What follows belongs to an exercise in optimizing a design on an open flow for small area, a short achievable clock period and few clock cycles per item; a production flow would make more cautious choices.
Where RTL was checked, it was by simulation tests only, not by an equivalence proof against the original.
Only the layout flow was run in run 2; the RTL was not checked for function there.

==> flow/design.v, too long to show whole: its modules and the start of the top module <==
// module fp_unpack: 23 lines
// module fp_prefix_add: 34 lines
// module fp_add_sub: 100 lines
// module fp_sig_mul: 1915 lines
// module fp_mul: 48 lines
// module fp_alu: 60 lines
module fp_alu (
    input  logic      clk,
    input  logic      rst,
    input  logic      start,
    input  fp_pkg::fp_word_t  op_a,
    input  fp_pkg::fp_word_t  op_b,
    input  fp_pkg::fp_op_t    op_code,
    output fp_pkg::fp_word_t  result,
    output fp_pkg::fp_flags_t flags,
    output logic      valid_out
);
  // ...
==> flow/flow/run.sh <==
#!/bin/bash
# Layout flow: the standard flow, except that synthesis does not extract
# full/half adder cells (ADDER_MAP_FILE empty), which otherwise turn the
# prefix adders into slow ripple chains. Output goes to standard.log.
cd "$(dirname "$0")/.."
bash standard.sh ADDER_MAP_FILE= finish > standard.log 2>&1
==> flow/standard.sh <==
#!/bin/bash
# synth_recipe.tcl (not shown) runs the flow's synth.tcl, then flattens the netlist and writes it again
# the make line also repeats each setting of config.mk as NAME=value (left out here)
make -C /OpenROAD-flow-scripts/flow DESIGN_CONFIG=/design/flow/config.mk WORK_HOME=/design/flow/orfs CLKGATE_MAP_FILE= SYNTH_SCRIPT=/design/flow/synth_recipe.tcl "${@:-finish}"
==> flow/config.mk <==
export PLATFORM = sky130hd
export DESIGN_NAME = fp_alu
export DESIGN_NICKNAME = fp_alu
export VERILOG_FILES = /design/flow/design.v
export SDC_FILE = /design/flow/constraint.sdc
export NUM_CORES = 4
export LEC_CHECK = 0
export ABC_AREA = 1
export CAP_MARGIN = 20
export CORE_MARGIN = 2
export CORE_UTILIZATION = 40
export SETUP_SLACK_MARGIN = 5
export SLEW_MARGIN = 20
==> flow/constraint.sdc <==
create_clock -name core_clock -period 15.0 [get_ports {clk}]
set_input_delay 3.0000 -clock core_clock [delete_from_list [all_inputs] [get_ports {clk}]]
set_output_delay 3.0000 -clock core_clock [all_outputs]
set_load 0.01 [all_outputs]
==> key figures, run 1 <==
Clock tree
  – Clock buffer count from CTS: 5
  – Cts repair resizes: 106

Outcome
  – Status: timing/DRC/antenna clean

Drt
  – WL met1: 46.9 mm
  – DRC: 0
  – Vias: 33900

GRT
  – Global-route wire length before repair: 171 mm
  – Met2 usage: 0.522

Finish
  – Non-Clock Buffer Count: 220
  – Seq cells: 36
  – CLK BUF: 5
  – Finished Cell Area: 30000 sq um
  – Layout cell share with drive strength beyond 1: 0.0889
  – Register area: 726 sq um
  – Area growth from synthesis to layout: 13.9%
  – Fraction of area in registers: 0.0242
  – Finished Core Util: 0.458
  – Biggest regs: result x32, flags x3, valid_out x1

Yosys
  – Yosys cell types: 65
  – Synthesized flop and latch total: 36
  – Simple-gate share of the synthesized area: 0.483
  – Most frequent cell after synthesis: nand2_1
  – Sequential area share after synthesis: 0.0275

Die
  – Horiz. Die Dim: 261 microns

Critical path
  – CP Max Fanout: 11
  – Peak per-stage delay on the critical path: 0.69 ns

STA
  – Worst relative slew slack: 0.296
  – Tmin final: 9.71 ns
Testbench counts, summed over its fixed seeds: cycles 32,008, ops 32,000.
==> module fp_add_sub, before the edit <==
module fp_add_sub (
    input  fp_pkg::fp_class_t a,
    input  fp_pkg::fp_class_t b,
    input  logic      subtract,
    output fp_pkg::fp_word_t  result,
    output fp_pkg::fp_flags_t flags
);
    logic        sign_b_eff;
    logic        eff_sub;
    logic        swap;
    logic        exp_lt;
    logic [8:0]  d_ab;
    logic [8:0]  d_ba;
    logic [7:0]  exp_diff;
    logic [7:0]  exp_x;
    logic        sign_x;
    logic [23:0] sig_x;
    logic [23:0] sig_y;
    logic [24:0] win_y;       
    logic        sticky;      
    logic [23:0] st_mask;
    logic [25:0] sum;         
    logic [4:0]  lz;
    logic [25:0] norm;
    logic [8:0]  exp_res;
    logic        ovf;
    logic        unf;
    logic        zero_res;
    assign sign_b_eff = b.sign ^ subtract;
    assign eff_sub    = a.sign ^ sign_b_eff;
    assign swap   = {a.exp, a.mant} < {b.exp, b.mant};
    logic        c_ab;
    logic        c_ba;
    fp_prefix_add #(.W(9)) i_d_ab (.a({1'b0, a.exp}), .b(~{1'b0, b.exp}), .cin(1'b1), .sum(d_ab), .cout(c_ab));
    fp_prefix_add #(.W(9)) i_d_ba (.a({1'b0, b.exp}), .b(~{1'b0, a.exp}), .cin(1'b1), .sum(d_ba), .cout(c_ba));
    assign exp_lt = d_ab[8];
    assign exp_diff = exp_lt ? d_ba[7:0] : d_ab[7:0];
    assign exp_x  = swap ? b.exp : a.exp;
    assign sign_x = swap ? sign_b_eff : a.sign;
    assign sig_x  = swap ? {1'b1, b.mant} : {1'b1, a.mant};
    assign sig_y  = swap ? {1'b1, a.mant} : {1'b1, b.mant};
    assign win_y = (exp_diff > 8'd24) ? 25'd0 : ({sig_y, 1'b0} >> exp_diff[4:0]);
    always_comb begin
        for (int i = 0; i < 24; i++)
            st_mask[i] = ({1'b0, exp_diff} >= 9'(i + 2)) && ({1'b0, exp_diff} <= 9'(i + 24));
    end
    assign sticky = |(sig_y & st_mask);
    logic c_sum;
    fp_prefix_add #(.W(26)) i_sum (
        .a    ({1'b0, sig_x, 1'b0}),
        .b    ({1'b0, win_y} ^ {26{eff_sub}}),
        .cin  (eff_sub & ~sticky),
        .sum  (sum),
        .cout (c_sum)
    );
    always_comb begin
        lz = 5'd25;
        for (int i = 0; i < 26; i++)
            if (sum[i]) lz = 5'(25 - i);
    end
    assign norm     = sum << lz;
    assign zero_res = (sum == 26'd0);
    logic [8:0] exp_x1;
    logic       c_exp;
    assign exp_x1 = {1'b0, exp_x} + 9'd1;
    fp_prefix_add #(.W(9)) i_exp (.a(exp_x1), .b(~{4'd0, lz}), .cin(1'b1), .sum(exp_res), .cout(c_exp));
    assign ovf      = sum[25] && (exp_x == 8'd254);
    assign unf      = {4'd0, lz} > {1'b0, exp_x};
    always_comb begin
        flags  = '0;
        result = '0;
        if (a.is_nan || b.is_nan) begin
            result        = fp_pkg::QNAN;
            flags.invalid = 1'b1;
        end else if (a.is_inf && b.is_inf && eff_sub) begin
            result        = fp_pkg::QNAN;   
            flags.invalid = 1'b1;
        end else if (a.is_inf) begin
            result = {a.sign, {fp_pkg::EXP_W{1'b1}}, {fp_pkg::MANT_W{1'b0}}};
        end else if (b.is_inf) begin
            result = {sign_b_eff, {fp_pkg::EXP_W{1'b1}}, {fp_pkg::MANT_W{1'b0}}};
        end else if (a.is_zero && b.is_zero) begin
            result = {a.sign & sign_b_eff, {(fp_pkg::WORD_W-1){1'b0}}};
        end else if (a.is_zero) begin
            result = {sign_b_eff, b.exp, b.mant};
        end else if (b.is_zero) begin
            result = {a.sign, a.exp, a.mant};
        end else if (zero_res) begin
            result = '0;
        end else if (ovf) begin
            result         = {sign_x, {fp_pkg::EXP_W{1'b1}}, {fp_pkg::MANT_W{1'b0}}};
            flags.overflow = 1'b1;
        end else if (unf) begin
            result          = {sign_x, {(fp_pkg::WORD_W-1){1'b0}}};
            flags.underflow = 1'b1;
        end else begin
            result = {sign_x, exp_res[7:0], norm[24:2]};
        end
    end
endmodule
==> run 2: changes to the inputs <==
--- a/flow/design.v
+++ b/flow/design.v
@@ -52,120 +52,101 @@
         cls.mant    = mant_f;
         cls.is_nan  = exp_ones && mant_nz;
         cls.is_inf  = exp_ones && !mant_nz;
         cls.is_zero = (exp_f == '0);   
     end
 endmodule
 `default_nettype wire
 `default_nettype none
-module fp_prefix_add #(
-    parameter int W = 8
-) (
-    input  logic [W-1:0] a,
-    input  logic [W-1:0] b,
-    input  logic         cin,
-    output logic [W-1:0] sum,
-    output logic         cout
-);
-    localparam int L = (W > 32) ? 6 : (W > 16) ? 5 : (W > 8) ? 4 : (W > 4) ? 3 : (W > 2) ? 2 : 1;
-    logic [W-1:0] p;
-    logic [W-1:0] g;
-    logic [W-1:0] pg_p [0:L];
-    logic [W-1:0] pg_g [0:L];
-    assign p = a ^ b;
-    assign g = a & b;
-    always_comb begin
-        pg_p[0]    = p;
-        pg_g[0]    = g;
-        pg_g[0][0] = g[0] | (p[0] & cin);
-        for (int l = 0; l < L; l++) begin
-            pg_p[l+1] = pg_p[l];
-            pg_g[l+1] = pg_g[l];
-            for (int j = 0; j < W; j++) begin
-                if ((j >> l) & 1) begin
-                    pg_g[l+1][j] = pg_g[l][j] | (pg_p[l][j] & pg_g[l][((j >> l) << l) - 1]);
-                    pg_p[l+1][j] = pg_p[l][j] & pg_p[l][((j >> l) << l) - 1];
-                end
-            end
-        end
-    end
-    assign sum  = p ^ {pg_g[L][W-2:0], cin};
-    assign cout = pg_g[L][W-1];
-endmodule
-`default_nettype wire
-`default_nettype none
 module fp_add_sub (
     input  fp_pkg::fp_class_t a,
     input  fp_pkg::fp_class_t b,
     input  logic      subtract,
     output fp_pkg::fp_word_t  result,
     output fp_pkg::fp_flags_t flags
 );
     logic        sign_b_eff;
     logic        eff_sub;
-    logic        swap;
-    logic        exp_lt;
     logic [8:0]  d_ab;
     logic [8:0]  d_ba;
+    logic        exp_lt;
     logic [7:0]  exp_diff;
-    logic [7:0]  exp_x;
-    logic        sign_x;
-    logic [23:0] sig_x;
-    logic [23:0] sig_y;
-    logic [24:0] win_y;       
-    logic        sticky;      
+    logic        near;
+    logic [7:0]  f_exp;
+    logic        f_sign;
+    logic [23:0] f_sig_x;
+    logic [23:0] f_sig_y;
+    logic [24:0] f_win;        
     logic [23:0] st_mask;
-    logic [25:0] sum;         
-    logic [4:0]  lz;
-    logic [25:0] norm;
-    logic [8:0]  exp_res;
-    logic        ovf;
-    logic        unf;
-    logic        zero_res;
+    logic        sticky;       
+    logic [25:0] f_sum;        
+    logic [22:0] f_mant;
+    logic [7:0]  f_exp_res;
+    logic        f_ovf;
+    logic        f_unf;
+    logic        swap;
+    logic [7:0]  n_exp;
+    logic        n_sign;
+    logic [23:0] n_sig_x;
+    logic [23:0] n_sig_y;
+    logic [24:0] n_dif;        
+    logic [4:0]  n_lz;
+    logic [24:0] n_norm;
+    logic [7:0]  n_exp_res;
+    logic        n_unf;
+    logic        n_zero;
     assign sign_b_eff = b.sign ^ subtract;
     assign eff_sub    = a.sign ^ sign_b_eff;
-    assign swap   = {a.exp, a.mant} < {b.exp, b.mant};
-    logic        c_ab;
-    logic        c_ba;
-    fp_prefix_add #(.W(9)) i_d_ab (.a({1'b0, a.exp}), .b(~{1'b0, b.exp}), .cin(1'b1), .sum(d_ab), .cout(c_ab));
-    fp_prefix_add #(.W(9)) i_d_ba (.a({1'b0, b.exp}), .b(~{1'b0, a.exp}), .cin(1'b1), .sum(d_ba), .cout(c_ba));
-    assign exp_lt = d_ab[8];
+    assign d_ab     = {1'b0, a.exp} - {1'b0, b.exp};
+    assign d_ba     = {1'b0, b.exp} - {1'b0, a.exp};
+    assign exp_lt   = d_ab[8];
     assign exp_diff = exp_lt ? d_ba[7:0] : d_ab[7:0];
-    assign exp_x  = swap ? b.exp : a.exp;
-    assign sign_x = swap ? sign_b_eff : a.sign;
-    assign sig_x  = swap ? {1'b1, b.mant} : {1'b1, a.mant};
-    assign sig_y  = swap ? {1'b1, a.mant} : {1'b1, b.mant};
-    assign win_y = (exp_diff > 8'd24) ? 25'd0 : ({sig_y, 1'b0} >> exp_diff[4:0]);
+    assign near     = eff_sub && (exp_diff[7:1] == 7'd0);
+    assign f_exp   = exp_lt ? b.exp : a.exp;
+    assign f_sign  = exp_lt ? sign_b_eff : a.sign;
+    assign f_sig_x = exp_lt ? {1'b1, b.mant} : {1'b1, a.mant};
+    assign f_sig_y = exp_lt ? {1'b1, a.mant} : {1'b1, b.mant};
+    assign f_win = (exp_diff > 8'd24) ? 25'd0 : ({f_sig_y, 1'b0} >> exp_diff[4:0]);
     always_comb begin
         for (int i = 0; i < 24; i++)
             st_mask[i] = ({1'b0, exp_diff} >= 9'(i + 2)) && ({1'b0, exp_diff} <= 9'(i + 24));
     end
-    assign sticky = |(sig_y & st_mask);
-    logic c_sum;
-    fp_prefix_add #(.W(26)) i_sum (
-        .a    ({1'b0, sig_x, 1'b0}),
-        .b    ({1'b0, win_y} ^ {26{eff_sub}}),
-        .cin  (eff_sub & ~sticky),
-        .sum  (sum),
-        .cout (c_sum)
-    );
+    assign sticky = |(f_sig_y & st_mask);
+    assign f_sum = {1'b0, f_sig_x, 1'b0} + ({1'b0, f_win} ^ {26{eff_sub}})
+                   + {25'd0, eff_sub & ~sticky};
+    always_comb begin
+        if (f_sum[25]) begin
+            f_mant    = f_sum[24:2];
+            f_exp_res = f_exp + 8'd1;
+        end else if (f_sum[24]) begin
+            f_mant    = f_sum[23:1];
+            f_exp_res = f_exp;
+        end else begin
+            f_mant    = f_sum[22:0];
+            f_exp_res = f_exp - 8'd1;
+        end
+    end
+    assign f_ovf = f_sum[25] && (f_exp == 8'd254);
+    assign f_unf = !f_sum[25] && !f_sum[24] && (f_exp == 8'd1);
+    assign swap    = {a.exp, a.mant} < {b.exp, b.mant};
+    assign n_exp   = swap ? b.exp : a.exp;
+    assign n_sign  = swap ? sign_b_eff : a.sign;
+    assign n_sig_x = swap ? {1'b1, b.mant} : {1'b1, a.mant};
+    assign n_sig_y = swap ? {1'b1, a.mant} : {1'b1, b.mant};
+    assign n_dif = {n_sig_x, 1'b0} - ((a.exp[0] ^ b.exp[0]) ? {1'b0, n_sig_y} : {n_sig_y, 1'b0});
     always_comb begin
-        lz = 5'd25;
-        for (int i = 0; i < 26; i++)
-            if (sum[i]) lz = 5'(25 - i);
+        n_lz = 5'd24;
+        for (int i = 0; i < 25; i++)
+            if (n_dif[i]) n_lz = 5'(24 - i);
     end
-    assign norm     = sum << lz;
-    assign zero_res = (sum == 26'd0);
-    logic [8:0] exp_x1;
-    logic       c_exp;
-    assign exp_x1 = {1'b0, exp_x} + 9'd1;
-    fp_prefix_add #(.W(9)) i_exp (.a(exp_x1), .b(~{4'd0, lz}), .cin(1'b1), .sum(exp_res), .cout(c_exp));
-    assign ovf      = sum[25] && (exp_x == 8'd254);
-    assign unf      = {4'd0, lz} > {1'b0, exp_x};
+    assign n_norm    = n_dif << n_lz;
+    assign n_zero    = (n_dif == 25'd0);
+    assign n_exp_res = n_exp - {3'd0, n_lz};
+    assign n_unf     = {3'd0, n_lz} >= n_exp;
     always_comb begin
         flags  = '0;
         result = '0;
         if (a.is_nan || b.is_nan) begin
             result        = fp_pkg::QNAN;
             flags.invalid = 1'b1;
         end else if (a.is_inf && b.is_inf && eff_sub) begin
             result        = fp_pkg::QNAN;   
@@ -175,26 +156,33 @@
         end else if (b.is_inf) begin
             result = {sign_b_eff, {fp_pkg::EXP_W{1'b1}}, {fp_pkg::MANT_W{1'b0}}};
         end else if (a.is_zero && b.is_zero) begin
             result = {a.sign & sign_b_eff, {(fp_pkg::WORD_W-1){1'b0}}};
         end else if (a.is_zero) begin
             result = {sign_b_eff, b.exp, b.mant};
         end else if (b.is_zero) begin
             result = {a.sign, a.exp, a.mant};
-        end else if (zero_res) begin
-            result = '0;
-        end else if (ovf) begin
-            result         = {sign_x, {fp_pkg::EXP_W{1'b1}}, {fp_pkg::MANT_W{1'b0}}};
+        end else if (near) begin
+            if (n_zero) begin
+                result = '0;
+            end else if (n_unf) begin
+                result          = {n_sign, {(fp_pkg::WORD_W-1){1'b0}}};
+                flags.underflow = 1'b1;
+            end else begin
+                result = {n_sign, n_exp_res, n_norm[23:1]};
+            end
+        end else if (f_ovf) begin
+            result         = {f_sign, {fp_pkg::EXP_W{1'b1}}, {fp_pkg::MANT_W{1'b0}}};
             flags.overflow = 1'b1;
-        end else if (unf) begin
-            result          = {sign_x, {(fp_pkg::WORD_W-1){1'b0}}};
+        end else if (f_unf) begin
+            result          = {f_sign, {(fp_pkg::WORD_W-1){1'b0}}};
             flags.underflow = 1'b1;
         end else begin
-            result = {sign_x, exp_res[7:0], norm[24:2]};
+            result = {f_sign, f_exp_res, f_mant};
         end
     end
 endmodule
 `default_nettype wire
 `default_nettype none
 module fp_sig_mul (
     input  logic [23:0] x,
     input  logic [23:0] y,
@@ -2102,18 +2090,17 @@
     assign c928 = (c754 & s837) | (c754 & c836) | (s837 & c836);
     assign s929 = pp335 ^ s839 ^ c838;
     assign c930 = (pp335 & s839) | (pp335 & c838) | (s839 & c838);
     assign s931 = ns312 ^ pp336 ^ c840;
     assign c932 = (ns312 & pp336) | (ns312 & c840) | (pp336 & c840);
     logic [47:0] row0, row1;
     assign row0 = {s931, s929, s927, s925, s923, s921, s919, s917, s915, s913, s911, s909, s907, s905, s903, s901, s899, s897, s895, s893, s891, s889, s887, s885, s883, s881, s879, s877, s875, s873, s871, s869, s867, s865, s863, s861, s859, s857, s855, s853, s851, s849, s847, s845, s843, pp27, pp2, b_neg[0]};
     assign row1 = {c930, c928, c926, c924, c922, c920, c918, c916, c914, c912, c910, c908, c906, c904, c902, c900, c898, c896, c894, c892, c890, c888, c886, c884, c882, c880, c878, c876, c874, c872, c870, c868, c866, c864, c862, c860, c858, c856, c854, c852, c850, c848, c846, c844, c842, s841, 1'b0, pp1};
-    logic cout;
-    fp_prefix_add #(.W(48)) i_cpa (.a(row0), .b(row1), .cin(1'b0), .sum(p), .cout(cout));
+    assign p = row0 + row1;
 endmodule
 module fp_mul (
     input  fp_pkg::fp_class_t a,
     input  fp_pkg::fp_class_t b,
     output fp_pkg::fp_word_t  result,
     output fp_pkg::fp_flags_t flags
 );
     logic               sign_res;
==> flow/run.sh (new file) <==
#!/bin/bash
# synth_recipe.tcl (not shown) runs the flow's synth.tcl, then flattens the netlist and writes it again
# the make line also repeats each setting of config.mk as NAME=value (left out here)
make -C /OpenROAD-flow-scripts/flow DESIGN_CONFIG=/design/flow/config.mk WORK_HOME=/design/flow/orfs CLKGATE_MAP_FILE= SYNTH_SCRIPT=/design/flow/synth_recipe.tcl finish
==> flow/config.mk (replaced) <==
export PLATFORM = sky130hd
export DESIGN_NAME = fp_alu
export DESIGN_NICKNAME = fp_alu
export VERILOG_FILES = /design/flow/design.v
export SDC_FILE = /design/flow/constraint.sdc
export NUM_CORES = 4
export LEC_CHECK = 0
export ABC_AREA = 1
export CAP_MARGIN = 20
export CORE_MARGIN = 2
export CORE_UTILIZATION = 40
export SETUP_SLACK_MARGIN = 4
export SLEW_MARGIN = 20
removed: flow/flow/run.sh
removed: flow/standard.sh
==> key figures, run 2 <==
Yosys
  – Post-synth EDFFs: 0 (unchanged)
  – Synthesized instance count: 3942 (was 5203)
  – Sequential area share after synthesis: 0.0279 (was 0.0275)
  – Most frequent cell after synthesis: nand2_1 (unchanged)
  – Largest area contributor in the netlist: fa_1 (was nand2_1)
  – Ranking of synthesized cells by area: fa_1 (20%), xor2_1 (12%), nand2_1 (11%), ha_1 (9.2%), inv_1 (8.2%) (was nand2_1 (28%), xor2_1 (16%), nand3_1 (8.2%), inv_1 (7.9%), o22ai_1 (6.3%))
  – Syn nets: 4464 (was 5272)
  – Share of the synthesized area in the top cell type: 0.201 (was 0.280)
  – Async set-or-reset flop fraction in the synthesized netlist: 0.0278 (unchanged)
  – Synthesized flop and latch total: 36 (unchanged)
  – Yosys cell types: 67 (was 65)
  – Commonest cells post-synth: nand2_1 (784), inv_1 (566), xor2_1 (346), o21ai_0 (284), o22ai_1 (277) (was nand2_1 (1968), inv_1 (557), xor2_1 (492), nand3_1 (432), nor2_1 (322))
  – Synth Warn #: 4 (was 13)
  – Ys flop type: dfxtp_1 (unchanged)
  – Mean post-synth cell area: 6.60 sq um (was 5.07 sq um)
  – Mapped cell area: 26000 sq um (was 26400 sq um)

STA
  – Final Max Slew Viols: 0 (unchanged)
  – Hold Vio Cnt, Final: 0 (unchanged)
  – Tmin final: 10.77 ns (was 9.71 ns)
  – Slack of the critical path: 4.23 ns (was 5.29 ns)
  – Worst-margin pin slew: 1.11 ns (was 1.05 ns)
  – Period utilisation layout: 0.718 (was 0.647)
  – Worst relative slew slack: 0.259 (was 0.296)
  – Max Freq: 92.9 MHz (was 103 MHz)
  – Final setup viols: 0 (unchanged)
  – RSZ-0062 raised after global routing: yes (was no)
  – Setup tns final: 0 ns (unchanged)

Finish
  – Finished Layout Cells: 4899 (was 6095)
  – Register area: 726 sq um (unchanged)
  – Area growth from synthesis to layout: 16.5% (was 13.9%)
  – Final #Nets: 4564 (was 5299)
  – Filler Cells Inserted: 6636 (was 7224)
  – Multi-input logic area: 23000 sq um (was 23200 sq um)
  – Most common cell after layout, fill and taps aside: nand2_1 (unchanged)
  – Commonest cells after routing, fill and taps aside: nand2_1 (767), inv_1 (542), xor2_1 (333) (was nand2_1 (1933), inv_1 (546), xor2_1 (483))
  – Reg with most FFs: result (unchanged)
  – Layout cell share with drive strength beyond 1: 0.121 (was 0.0889)
  – Finished Cell Area: 30300 sq um (was 30000 sq um)
  – Biggest regs: result x32, flags x3, valid_out x1 (unchanged)
  – Max reg flops: 32 (unchanged)

Critical path
  – Nature of the critical path startpoint: primary input (unchanged)
  – CP endpoint kind: register (unchanged)
  – Peak per-stage delay on the critical path: 0.55 ns (was 0.69 ns)
  – WP data required: 15.13 ns (was 15.14 ns)
  – CP top delay family: adder cells (was simple AND/OR/NAND/NOR gates)
  – Critical path type: in2reg (unchanged)
  – Data arrival, critical path: 10.90 ns (was 9.85 ns)
  – Crit path buffers/inverters: 7 (was 10)
  – Slowest CP cell: fa_1 (was dlygate4sd2_1)
  – CP Max Fanout: 16 (was 11)

GRT
  – Global-route wire length before repair: 171 mm (about the same)
  – Vias in the first global route: 26800 (was 30100)
  – GR Util met3: 0.0789 (was 0.0469)
  – GRT Util Overall: 0.336 (was 0.320)
  – Met2 usage: 0.505 (was 0.522)
  – Total grt overflow: 0 (unchanged)
  – Largest net degree at the start of global routing: 54 (was 45)
  – Met1 Use GR: 0.462 (was 0.411)
  – Antenna violations before repair: 4 (was 0)
  – Busiest grt layer: met2 (unchanged)

Clock tree
  – Clock transition at path regs: 0.06 ns (was 0.07 ns)
  – Clk buf depth: 2 (unchanged)
  – Clock sink count: 36 (unchanged)
  – CTS tree: done (unchanged)
  – Clock buffer count from CTS: 5 (unchanged)
  – H-tree depth: 2 (unchanged)
  – CTS root buffer: clkbuf_16 (unchanged)

Drt
  – Pre-antenna DRT Iters: 6 (was 9)
  – Initial DRC Count: 3614 (was 3713)
  – DRC: 0 (unchanged)
  – Vias per Instance: 5.94 (was 5.57)
  – Wire per inst: 24.1 microns (was 19.0 microns)
  – Detail Route Antenna Nets: 0 (unchanged)
  – Routed wire length: 118 mm (was 116 mm)
  – Vias: 29100 (was 33900)

Placement
  – Place WS: 1.73 ns (was 3.10 ns)
  – Placement Cell Area: 27800 sq um (was 27900 sq um)
  – DP Wirelength: 88.3 mm (was 84.1 mm)
  – Post-Place Cells: 4742 (was 6014)
  – Port-buffer cells: 104 (unchanged)
  – GP Congestion: 1.01 (about the same)

Die
  – IO Pins: 105 (unchanged)
  – Core Box Area: 64300 sq um (was 65500 sq um)
  – Horiz. Die Dim: 259 microns (was 261 microns)
  – Die Area: 67100 sq um (was 68000 sq um)
  – Starting Density: 0.404 (was 0.402)
  – Vert. Die Dim: 259 microns (was 261 microns)
  – Rows: 93 (was 94)

Hold path
  – Hold Crit Class: in2async (unchanged)

Job
  – Maxcap violations: 0 (unchanged)

Outcome
  – Status: timing/DRC/antenna clean (unchanged)
run 2: cell count changes in the layout (fill, tap and decap cells not counted), sizes merged, moves of 28 or more:
cell | before | now
nand2 | 2024 | 808
nand3 | 442 | 180
fa | 0 | 261
ha | 0 | 192
nor2 | 342 | 179
o21ai | 197 | 354
xor2 | 495 | 351
buf | 113 | 208
or2 | 95 | 10
xnor2 | 92 | 29
mux2i | 0 | 28
run 2: cell families (layout without fill, tap and decap cells):
group	Yosys count	after routing	synth area share
DFF	36	36	0.0279
and+or+nand+nor	1251	1260	0.203
xor gates and xnor gates	380	380	0.130
muxes	28	28	0.0108
adders and majority gates	453	453	0.293
AOI/OAI and AO/OA	946	946	0.211
other	0	1	0
buffers and inverters	848	940	0.124
run 2: layout make-up:
| class | instances | area share |
|---|---|---|
| multi-input cells | 3067 | 0.759 |
| repair buffers | 312 | 0.0932 |
| inverters | 613 | 0.0797 |
| well taps | 855 | 0.0353 |
| flip-flops and latches | 36 | 0.0239 |
| clock buffers | 5 | 0.00413 |
| clock inverters | 3 | 0.00297 |
| repair inverters | 7 | 0.00120 |
| diodes | 1 | 0.0000825 |
run 2: worst paths after layout:
| path | depth (start not counted) | endpoint | from | slack, ns |
|---|---|---|---|---|
| max in group asynchronous | 2 | valid_out$_DFF_PP0_ | rst | 12.06 |
| hold / removal | 2 | valid_out$_DFF_PP0_ | rst | 2.86 |
| min in group core_clock | 1 | valid_out$_DFF_PP0_ | start | 3.16 |
| setup / recovery | 29 | result[22]$_DFF_P_ | op_a[22] | 4.23 |
run 2: timing repair:
| action | 4_1_cts | 5_1_grt |
|---|---|---|
| gates resized for setup | 187 | 206 |
| cloned | 12 | 7 |
| hold buffers | 0 | 0 |
| endpoints found under the setup margin | 33 | 33 |
| pin swaps | 23 | 46 |
| setup buffers | 55 | 74 |
run 2: layer usage:
layer | vias to the layer above | share of wire
li1 | 13200 | -
met3 | 342 | 0.12
met5 | - | 0.00019
met1 | 13800 | 0.41
met2 | 1825 | 0.42
met4 | 4 | 0.051
run 2: metrics by stage:
| stage | util | hold WS, ns |
|---|---|---|
| 5_1_grt | 0.471 | 2.86 |
| 4_1_cts | 0.452 | 2.86 |
| 6_report | 0.471 | 2.86 |
| 3_3_place_gp | 0.432 | 3.15 |
| 3_5_place_dp | 0.432 | 3.14 |
| 2_1_floorplan | - | 2.73 |

-- what the ideal ports hide --
The flow's constraints put no driver on any port. The routed layouts listed below were extracted and timed again, unchanged, in two steps.
Step 1 (the two cells are an assumption about what drives the block):
set clk [get_ports {clk}]
set_driving_cell -lib_cell sky130_fd_sc_hd__clkbuf_16 $clk
set_driving_cell -lib_cell sky130_fd_sc_hd__buf_2 [delete_from_list [all_inputs] $clk]
Step 2 times the ports against the registers' clock, not the clock port: input delays grow and output delays shrink by t, the midpoint of the rising clock arrivals with the driver on.
Slacks: ideal ports / drivers / drivers and shift; pairs: ideal ports / drivers.
| run | t, ns | slack for setup (ns) | worst hold slack (ns) | worst slew at a driven data input, ns |
|---|---|---|---|---|
| run 1 | 0.318 | 5.292 / 5.307 / 4.989 | 2.855 / 2.846 / 3.164 | 0.07 |
| run 2 | 0.314 | 4.231 / 4.238 / 3.924 | 2.855 / 2.846 / 3.160 | 0.08 |
After both steps setup and hold are still met in every run listed. The setup slack of run 2, which loses most, moves by +0.007 ns with the drivers and by -0.307 ns with both steps.
